What follows belongs to an exercise in optimizing a design on an open flow for small area and a short achievable clock period; a production flow would make more cautious choices.
Function was checked by simulation only, so behaviour that the tests miss may differ from the original.
The flow treats the clock pin as an ideal source, which a real chip does not have.
No activity file was given, so power comes from the tool's default toggle rates.

Design fpu_8097_stack_ctl, start of the top module:
module fpu_8097_stack_ctl #(
    parameter int DEPTH = 8,
    parameter int WIDTH = 80,
    localparam int TOPW = $clog2(DEPTH)
) (
    input  logic             clk,
    input  logic             rst,
    input  logic             op_valid,
    output logic             op_ready,
    input  logic [2:0]       op_code,
    input  logic [TOPW-1:0]  op_idx,
    input  logic [WIDTH-1:0] op_wdata,
    output logic             rsp_valid,
    input  logic             rsp_ready,
    output logic [WIDTH-1:0] rsp_data,
    output logic [7:0]       rsp_fault,
    input  logic             sw_clr,
    output logic [15:0]      sw,
    output logic [TOPW-1:0]  top,
    output logic [DEPTH-1:0] tag
);
Size in the first run: about 1700 cells after synthesis, ~780 flip-flops, about 210 I/O pins, ~0.030 sq mm of cells after synthesis.
Settings: LEC_CHECK=0, CAP_MARGIN=20, CORE_MARGIN=2, CORE_UTILIZATION=55, SETUP_SLACK_MARGIN=2.6, SLEW_MARGIN=20, SYNTH_HIERARCHICAL=1, TNS_END_PERCENT=10; clock period 5.0 ns.
standard.sh (not shown) runs the stock make flow with config.mk's settings and CLKGATE_MAP_FILE= SYNTH_SCRIPT=/design/flow/synth_recipe.tcl, a recipe that flattens the netlist after the stock synthesis.
==> flow/flow/run.sh <==
#!/bin/bash
# Standard ORFS layout with these changes: ports buffered with plain buffers (buf_1,
# outputs then buf_2)
# instead of delay cells, the buffers of timing-critical inputs sized for their
# load before CTS (flow/size_ports.tcl), the resizer allowed to change a cell's
# footprint, and a clock tree of smaller buffers without dummy loads.
set -euo pipefail
here=$(pwd)
bash standard.sh BUFFER_PORTS_ARGS="-buffer_cell sky130_fd_sc_hd__buf_1" MATCH_CELL_FOOTPRINT=0 \
  PRE_CTS_TCL="$here/flow/size_ports.tcl" \
  CTS_ARGS="-sink_clustering_enable -repair_clock_nets -buf_list sky130_fd_sc_hd__clkbuf_4 -sink_clustering_size 9 -sink_clustering_max_diameter 45 -dont_use_dummy_load" \
  finish > standard_flow.log 2>&1
==> flow/flow/size_ports.tcl <==
# Port buffers are inserted as buf_1. Size the buffers of timing-critical
# input ports for the load they drive (repair_timing leaves the buffers that
# buffer_ports inserted at their first size), and give every output port a buf_2.
estimate_parasitics -placement
foreach inst [get_cells input*] {
  set out [get_pins -of_objects $inst -filter "direction==output"]
  if {[get_property $out slack_max] > 2.5} { continue }
  set fo [llength [get_pins -of_objects [get_nets -of_objects $out] -filter "direction==input"]]
  if {$fo >= 12} {
    set cell sky130_fd_sc_hd__buf_8
  } elseif {$fo >= 6} {
    set cell sky130_fd_sc_hd__buf_6
  } elseif {$fo >= 3} {
    set cell sky130_fd_sc_hd__buf_4
  } else {
    set cell sky130_fd_sc_hd__buf_2
  }
  puts "size_ports: [get_full_name $inst] fanout $fo slack [get_property $out slack_max] -> $cell"
  replace_cell $inst [get_lib_cells $cell]
}
foreach inst [get_cells output*] {
  replace_cell $inst [get_lib_cells sky130_fd_sc_hd__buf_2]
}
The first run completed without violations.
Edit:
Settings changed: CORE_UTILIZATION 55 to 65, SETUP_SLACK_MARGIN 2.6 to 2.7.
Die area drops by about a fifth.
Clock power barely changes.
Power climbs by a few percent.
Area after synthesis does not change.
Via count climbs by a few percent.
Final cell count drops by a few percent.
Critical path depth drops by 2.
Sequential share of layout area drops by 2.5 points.
Routed wire length climbs by a little under a tenth.
Cell area climbs by a few percent.
Register-to-register slack improves by 0.11 ns.
Edit:
Settings changed: CORE_UTILIZATION 65 to 60.
Clock power hardly moves.
Combinational power fell by about 18%.
Routed wire length fell by about 14%.
Core utilization fell by 11 points.
Die area rose by 8.2%.
Design area fell by 6.8%.
Edit:
--- a/flow/flow/run.sh
+++ b/flow/flow/run.sh
@@ -1,4 +1,3 @@
 #!/bin/bash
-# Standard ORFS layout with these changes: ports buffered with plain buffers (buf_1,
-# outputs then buf_2)
+# Standard ORFS layout with these changes: ports buffered with plain buffers
 # instead of delay cells, the buffers of timing-critical inputs sized for their
@@ -8,3 +7,3 @@
 here=$(pwd)
-bash standard.sh BUFFER_PORTS_ARGS="-buffer_cell sky130_fd_sc_hd__buf_1" MATCH_CELL_FOOTPRINT=0 \
+bash standard.sh BUFFER_PORTS_ARGS="-buffer_cell sky130_fd_sc_hd__buf_2" MATCH_CELL_FOOTPRINT=0 \
   PRE_CTS_TCL="$here/flow/size_ports.tcl" \
--- a/flow/flow/size_ports.tcl
+++ b/flow/flow/size_ports.tcl
@@ -1,4 +1,3 @@
-# Port buffers are inserted as buf_1. Size the buffers of timing-critical
-# input ports for the load they drive (repair_timing leaves the buffers that
-# buffer_ports inserted at their first size), and give every output port a buf_2.
+# Size the buffers of timing-critical input ports for the load they drive:
+# repair_timing leaves the buffers that buffer_ports inserted at their first size.
 estimate_parasitics -placement
@@ -15,3 +14,3 @@
   } else {
-    set cell sky130_fd_sc_hd__buf_2
+    continue
   }
@@ -20,4 +19,8 @@
 }
-foreach inst [get_cells output*] {
-  replace_cell $inst [get_lib_cells sky130_fd_sc_hd__buf_2]
-}
+# Split the high-fanout nets (the per-slot write enables and read selects, 80
+# loads each) into buffer trees before the clock tree and timing repair.
+set_max_fanout 20 [current_design]
+estimate_parasitics -placement
+repair_design -slew_margin $::env(SLEW_MARGIN) -cap_margin $::env(CAP_MARGIN)
+estimate_parasitics -placement
+detailed_placement
Settings changed: SETUP_SLACK_MARGIN 2.7 to 2.6.
Result: Hold slack loses 0.23 ns; clock-buffer cell count falls by 2; area after synthesis is unchanged; synthesized cell count stays the same; cell area rises by about 5%; power goes up by about 1%; critical path depth is higher by 9; global-route usage increases by 2.0 points; maximum frequency is lower by about 5.3%; sequential share of layout area went down by 3.5 points.
Edit:
--- a/flow/flow/run.sh
+++ b/flow/flow/run.sh
@@ -9,3 +9,3 @@
   PRE_CTS_TCL="$here/flow/size_ports.tcl" \
-  CTS_ARGS="-sink_clustering_enable -repair_clock_nets -buf_list sky130_fd_sc_hd__clkbuf_4 -sink_clustering_size 9 -sink_clustering_max_diameter 45 -dont_use_dummy_load" \
+  CTS_ARGS="-sink_clustering_enable -repair_clock_nets -buf_list sky130_fd_sc_hd__clkbuf_8 -sink_clustering_size 16 -sink_clustering_max_diameter 60 -dont_use_dummy_load" \
   finish > standard_flow.log 2>&1
--- a/flow/flow/size_ports.tcl
+++ b/flow/flow/size_ports.tcl
@@ -19,8 +19 @@
 }
-# Split the high-fanout nets (the per-slot write enables and read selects, 80
-# loads each) into buffer trees before the clock tree and timing repair.
-set_max_fanout 20 [current_design]
-estimate_parasitics -placement
-repair_design -slew_margin $::env(SLEW_MARGIN) -cap_margin $::env(CAP_MARGIN)
-estimate_parasitics -placement
-detailed_placement
Settings changed: CORE_UTILIZATION 60 to 40, SETUP_SLACK_MARGIN 2.6 to 2.5, TNS_END_PERCENT 10 to 5.
Result:
- synthesized cell count is unchanged
- final area climbs by about 3%
- sequential share of layout area falls by 2.0 points
- core utilization came out lower by 22 points
- setup slack degrades by 0.22 ns
- fmax drops by 7.8%
- power goes up by about 4.4%

== the previous run ==
Another version of the RTL of fpu_8097_stack_ctl (not shown whole).
For scale: about 1600 cells after synthesis, roughly 780 flip-flops, ~210 I/O pins.
clock: 5.0 ns
lec_check: 0
cap_margin: 20
core_margin: 2
core_utilization: 60
setup_slack_margin: 2.6
slew_margin: 20
synth_hierarchical: 1
tns_end_percent: 10
==> flow/flow/run.sh <==
#!/bin/bash
# Standard ORFS layout with these changes: ports buffered with plain buffers (buf_1,
# outputs then buf_2)
# instead of delay cells, the buffers of timing-critical inputs sized for their
# load before CTS (flow/size_ports.tcl), the resizer allowed to change a cell's
# footprint, and a clock tree of smaller buffers without dummy loads.
set -euo pipefail
here=$(pwd)
bash standard.sh BUFFER_PORTS_ARGS="-buffer_cell sky130_fd_sc_hd__buf_1" MATCH_CELL_FOOTPRINT=0 \
  PRE_CTS_TCL="$here/flow/size_ports.tcl" \
  CTS_ARGS="-sink_clustering_enable -repair_clock_nets -buf_list sky130_fd_sc_hd__clkbuf_4 -sink_clustering_size 9 -sink_clustering_max_diameter 45 -dont_use_dummy_load" \
  finish > standard_flow.log 2>&1
==> flow/flow/size_ports.tcl <==
# Port buffers are inserted as buf_1. Size the buffers of timing-critical
# input ports for the load they drive (repair_timing leaves the buffers that
# buffer_ports inserted at their first size), and give every output port a buf_2.
estimate_parasitics -placement
foreach inst [get_cells input*] {
  set out [get_pins -of_objects $inst -filter "direction==output"]
  if {[get_property $out slack_max] > 2.5} { continue }
  set fo [llength [get_pins -of_objects [get_nets -of_objects $out] -filter "direction==input"]]
  if {$fo >= 12} {
    set cell sky130_fd_sc_hd__buf_8
  } elseif {$fo >= 6} {
    set cell sky130_fd_sc_hd__buf_6
  } elseif {$fo >= 3} {
    set cell sky130_fd_sc_hd__buf_4
  } else {
    set cell sky130_fd_sc_hd__buf_2
  }
  puts "size_ports: [get_full_name $inst] fanout $fo slack [get_property $out slack_max] -> $cell"
  replace_cell $inst [get_lib_cells $cell]
}
foreach inst [get_cells output*] {
  replace_cell $inst [get_lib_cells sky130_fd_sc_hd__buf_2]
}
Input-level comparison between the current run and the previous run:
- SETUP_SLACK_MARGIN changed from 2.6 to 2.7
- Global-route usage for the current run: 1.6 points up relative to the previous run
- In the current run, wire length is higher than in the previous run.
- The sequential power on the previous run is in line with that on the current run.
- Arrival time of data at the critical path endpoint essentially unchanged between the current run and the previous run.
- End point of the critical path = rsp_data[54]: the current run; end point of the critical path = rsp_data[61]: the previous run
- Hold buffer count at CTS: the current run vs the previous run — no meaningful difference

Setup of job 3624:
fpu_8097_stack_ctl with an RTL version that a note above also has.
Size in the first run: about 780 flip-flops, ~210 I/O pins.
clock: 5.0 ns
lec_check: 0
cap_margin: 20
core_margin: 2
core_utilization: 60
setup_slack_margin: 2.8
slew_margin: 20
synth_hierarchical: 1
tns_end_percent: 10
==> flow/flow/run.sh <==
#!/bin/bash
# Standard ORFS layout with these changes: ports buffered with plain buffers
# instead of delay cells, the buffers of timing-critical inputs sized for their
# load before CTS (flow/size_ports.tcl), the resizer allowed to change a cell's
# footprint, and a clock tree of smaller buffers without dummy loads.
set -euo pipefail
here=$(pwd)
bash standard.sh BUFFER_PORTS_ARGS="-buffer_cell sky130_fd_sc_hd__buf_2" MATCH_CELL_FOOTPRINT=0 \
  PRE_CTS_TCL="$here/flow/size_ports.tcl" \
  CTS_ARGS="-sink_clustering_enable -repair_clock_nets -buf_list sky130_fd_sc_hd__clkbuf_4 -sink_clustering_size 9 -sink_clustering_max_diameter 45 -dont_use_dummy_load" \
  finish > standard_flow.log 2>&1
==> flow/flow/size_ports.tcl <==
# Size the buffers of timing-critical input ports for the load they drive:
# repair_timing leaves the buffers that buffer_ports inserted at their first size.
estimate_parasitics -placement
foreach inst [get_cells input*] {
  set out [get_pins -of_objects $inst -filter "direction==output"]
  if {[get_property $out slack_max] > 2.5} { continue }
  set fo [llength [get_pins -of_objects [get_nets -of_objects $out] -filter "direction==input"]]
  if {$fo >= 12} {
    set cell sky130_fd_sc_hd__buf_8
  } elseif {$fo >= 6} {
    set cell sky130_fd_sc_hd__buf_6
  } elseif {$fo >= 3} {
    set cell sky130_fd_sc_hd__buf_4
  } else {
    continue
  }
  puts "size_ports: [get_full_name $inst] fanout $fo slack [get_property $out slack_max] -> $cell"
  replace_cell $inst [get_lib_cells $cell]
}
#### Input delta (job 7283 over job 3624)
Settings: swapping 2.8 for 2.6 in SETUP_SLACK_MARGIN.
-- flow/flow/run.sh --
<<< job 3624, line 2
# Standard ORFS layout with these changes: ports buffered with plain buffers
>>> job 7283, line 2
# Standard ORFS layout with these changes: ports buffered with plain buffers (buf_1,
# outputs then buf_2)
<<< job 3624, line 8
bash standard.sh BUFFER_PORTS_ARGS="-buffer_cell sky130_fd_sc_hd__buf_2" MATCH_CELL_FOOTPRINT=0 \
>>> job 7283, line 9
bash standard.sh BUFFER_PORTS_ARGS="-buffer_cell sky130_fd_sc_hd__buf_1" MATCH_CELL_FOOTPRINT=0 \
-- flow/flow/size_ports.tcl --
<<< job 3624, line 1
# Size the buffers of timing-critical input ports for the load they drive:
# repair_timing leaves the buffers that buffer_ports inserted at their first size.
>>> job 7283, line 1
# Port buffers are inserted as buf_1. Size the buffers of timing-critical
# input ports for the load they drive (repair_timing leaves the buffers that
# buffer_ports inserted at their first size), and give every output port a buf_2.
<<< job 3624, line 15
    continue
>>> job 7283, line 16
    set cell sky130_fd_sc_hd__buf_2
<<< job 3624, line 20
>>> job 7283, line 21
foreach inst [get_cells output*] {
  replace_cell $inst [get_lib_cells sky130_fd_sc_hd__buf_2]
}
Findings:
Wire length in job 7283 is 8.1% lower than in job 3624. Going from job 3624 to job 7283, the cell depth of the worst flop-to-flop path was found to have gone up by 4. met3 wire length came out lower on job 7283 than on job 3624.
Input-level comparison between job 8743 and job 7283:
Settings: SETUP_SLACK_MARGIN changed from 2.6 to 2.7; CORE_UTILIZATION changed from 60 to 65.
-- flow/flow/run.sh --
<<< job 7283, line 2
# Standard ORFS layout with these changes: ports buffered with plain buffers (buf_1,
# outputs then buf_2)
>>> job 8743, line 2
# Standard ORFS layout with these changes: ports buffered with plain buffers
<<< job 7283, line 9
bash standard.sh BUFFER_PORTS_ARGS="-buffer_cell sky130_fd_sc_hd__buf_1" MATCH_CELL_FOOTPRINT=0 \
>>> job 8743, line 8
bash standard.sh BUFFER_PORTS_ARGS="-buffer_cell sky130_fd_sc_hd__buf_2" MATCH_CELL_FOOTPRINT=0 \
-- flow/flow/size_ports.tcl --
<<< job 7283, line 1
# Port buffers are inserted as buf_1. Size the buffers of timing-critical
# input ports for the load they drive (repair_timing leaves the buffers that
# buffer_ports inserted at their first size), and give every output port a buf_2.
>>> job 8743, line 1
# Size the buffers of timing-critical input ports for the load they drive:
# repair_timing leaves the buffers that buffer_ports inserted at their first size.
<<< job 7283, line 16
    set cell sky130_fd_sc_hd__buf_2
>>> job 8743, line 15
    continue
<<< job 7283, line 21
foreach inst [get_cells output*] {
  replace_cell $inst [get_lib_cells sky130_fd_sc_hd__buf_2]
}
>>> job 8743, line 20
==> summary.txt <==
Post-CTS setup buffer count for job 8743: 30 up relative to job 7283
Looking at the reports, job 8743 completed the entire flow and the layout it produced met the timing, design-rule and antenna checks.
Relative to job 7283, combinational power share increased by 2.8 points in job 8743.
Compared with job 7283, job 8743 improves highest attainable clock frequency.
Delta (job 8743 minus job 7283): violation count after the first detailed-route iteration rose by 646; die area lost 7.6%; shortest period the worst path allows now smaller; total power increased about 3.3%.
What job 8743 reported for count of plain and timing-repair buffers in the layout has to be multiplied by 0.828 to get the figure for job 7283.
Input changes introduced in job 2543 (baseline for comparison: job 8743):
Settings: a change of SETUP_SLACK_MARGIN from 2.7 to 2.6; a change of CORE_UTILIZATION from 65 to 60.
==> comparison <==
met2 capacity usage during global routing for job 2543: 4.6 points down relative to job 8743. Diff job 8743..job 2543 | count of flip-flops with a built-in enable after synthesis | unchanged. Against job 8743, job 2543 comes in about 13% lower on non-clock buffer count. The higher worst-case headroom to the max-slew limit of job 2543 and job 8743 is in job 8743. Summary of job 2543 over job 8743: internal power summed over all cells now smaller, number of antenna violations at the first check in global routing now larger. Number of buffers and inverters on the critical path (lower): job 8743. Compared with job 8743, job 2543 shows a lower final routed wirelength across all metal layers. Compared to job 8743, job 2543 was floorplanned on a bigger die. In job 2543, fraction of area in registers is higher than in job 8743. The standard cells in job 2543 occupy less silicon area than those in job 8743 do.
Setup changes, job 2543 to job 6784
Settings: CORE_UTILIZATION now 40, was 60; TNS_END_PERCENT now 5, was 10; SETUP_SLACK_MARGIN now 2.5, was 2.6.
==> comparison <==
- The final reports for job 6784 and job 2543 show internal reg-to-reg setup slack lower in the former.
- The met2 track demand over resource in global routing reported for job 6784 is smaller than that of job 2543 by 11 points.
- Non-clock buffer count: job 6784 > job 2543
- The capture point of the critical path comes out rsp_data[54]$_DFF_PP0_ in one run and rsp_data[28]$_DFF_PP0_ in the other, namely in job 6784 and job 2543 respectively.
- Between job 6784 and job 2543, it is job 6784 whose total power is higher, by 0.24 mW.
The inputs of job 8016 differ from those of job 6784 as listed below.
Settings: swapping 2.5 for 2.7 in SETUP_SLACK_MARGIN; swapping 40 for 65 in CORE_UTILIZATION; swapping 5 for 10 in TNS_END_PERCENT.
-- flow/flow/size_ports.tcl --
<<< job 6784, line 20
>>> job 8016, line 20
# Split the high-fanout nets (the per-slot write enables and read selects, 80
# loads each) into buffer trees before the clock tree and timing repair.
set_max_fanout 20 [current_design]
estimate_parasitics -placement
repair_design -slew_margin $::env(SLEW_MARGIN) -cap_margin $::env(CAP_MARGIN)
estimate_parasitics -placement
detailed_placement
Notes after the runs:
Total track usage ends up lower on job 6784.
Diff job 6784 and job 8016: clock-buffer cell count higher in job 6784
Between job 8016 and job 6784, the number of antenna-violating nets in the routed design does not differ in any meaningful way.
Between job 6784 and job 8016, the routed length on met1 is lower for job 8016.
Layout net count: higher on job 8016
Job 8016 — total power of the final layout 4.5% higher, job 6784 as reference
Summary of the comparison: design area is higher in job 8016, relative to job 6784.

## re-timing with driven ports
No port has a modelled driver above. Below, the same layouts with a new extraction and two added sets of constraints.
Step 1: set_driving_cell puts a clkbuf_16 on clk and a buf_2 on each other input, an assumption about the parent block.
Step 2, shift: input delay + t, output delay - t, t = (earliest + latest rising clock arrival at the registers) / 2. This alone moves slack from input paths to output paths.
a / b / c = no drivers / after step 1 / after step 2; a / b = the first two.
run | shift t [ns] | setup WS [ns] | worst data-port slew with drivers (ns) | pins driven straight from the clock port
the first run of note 1 | 0.918 | 2.384 / 2.385 / 1.467 | 0.11 | 1
the second run of note 1 | 0.899 | 2.476 / 2.446 / 1.570 | 0.11 | 1
the third run of note 1 | 0.910 | 2.480 / 2.421 / 1.595 | 0.09 | 1
the fourth run of note 1 | 0.902 | 2.339 / 2.336 / 1.434 | 0.11 | 1
the fifth run of note 1 | 0.738 | 2.114 / 1.993 / 1.255 | 0.22 | 1
the previous run | 0.879 | 2.289 / 2.299 / 1.420 | 0.10 | 1
the current run | 0.882 | 2.306 / 2.318 / 1.436 | 0.11 | 1
job 3624 | 0.904 | 2.512 / 2.433 / 1.528 | 0.18 | 1
job 7283 | 0.917 | 2.481 / 2.421 / 1.611 | 0.09 | 1
job 8743 | 0.910 | 2.494 / 2.439 / 1.535 | 0.19 | 1
job 2543 | 0.879 | 2.453 / 2.445 / 1.566 | 0.10 | 1
job 6784 | 0.918 | 2.300 / 2.194 / 1.276 | 0.19 | 1
job 8016 | 0.914 | 2.353 / 2.340 / 1.425 | 0.11 | 1
After both steps every run listed still meets setup and hold. For job 6784, which loses most, drivers alone change the setup slack by -0.106 ns; drivers and shift together by -1.024 ns.
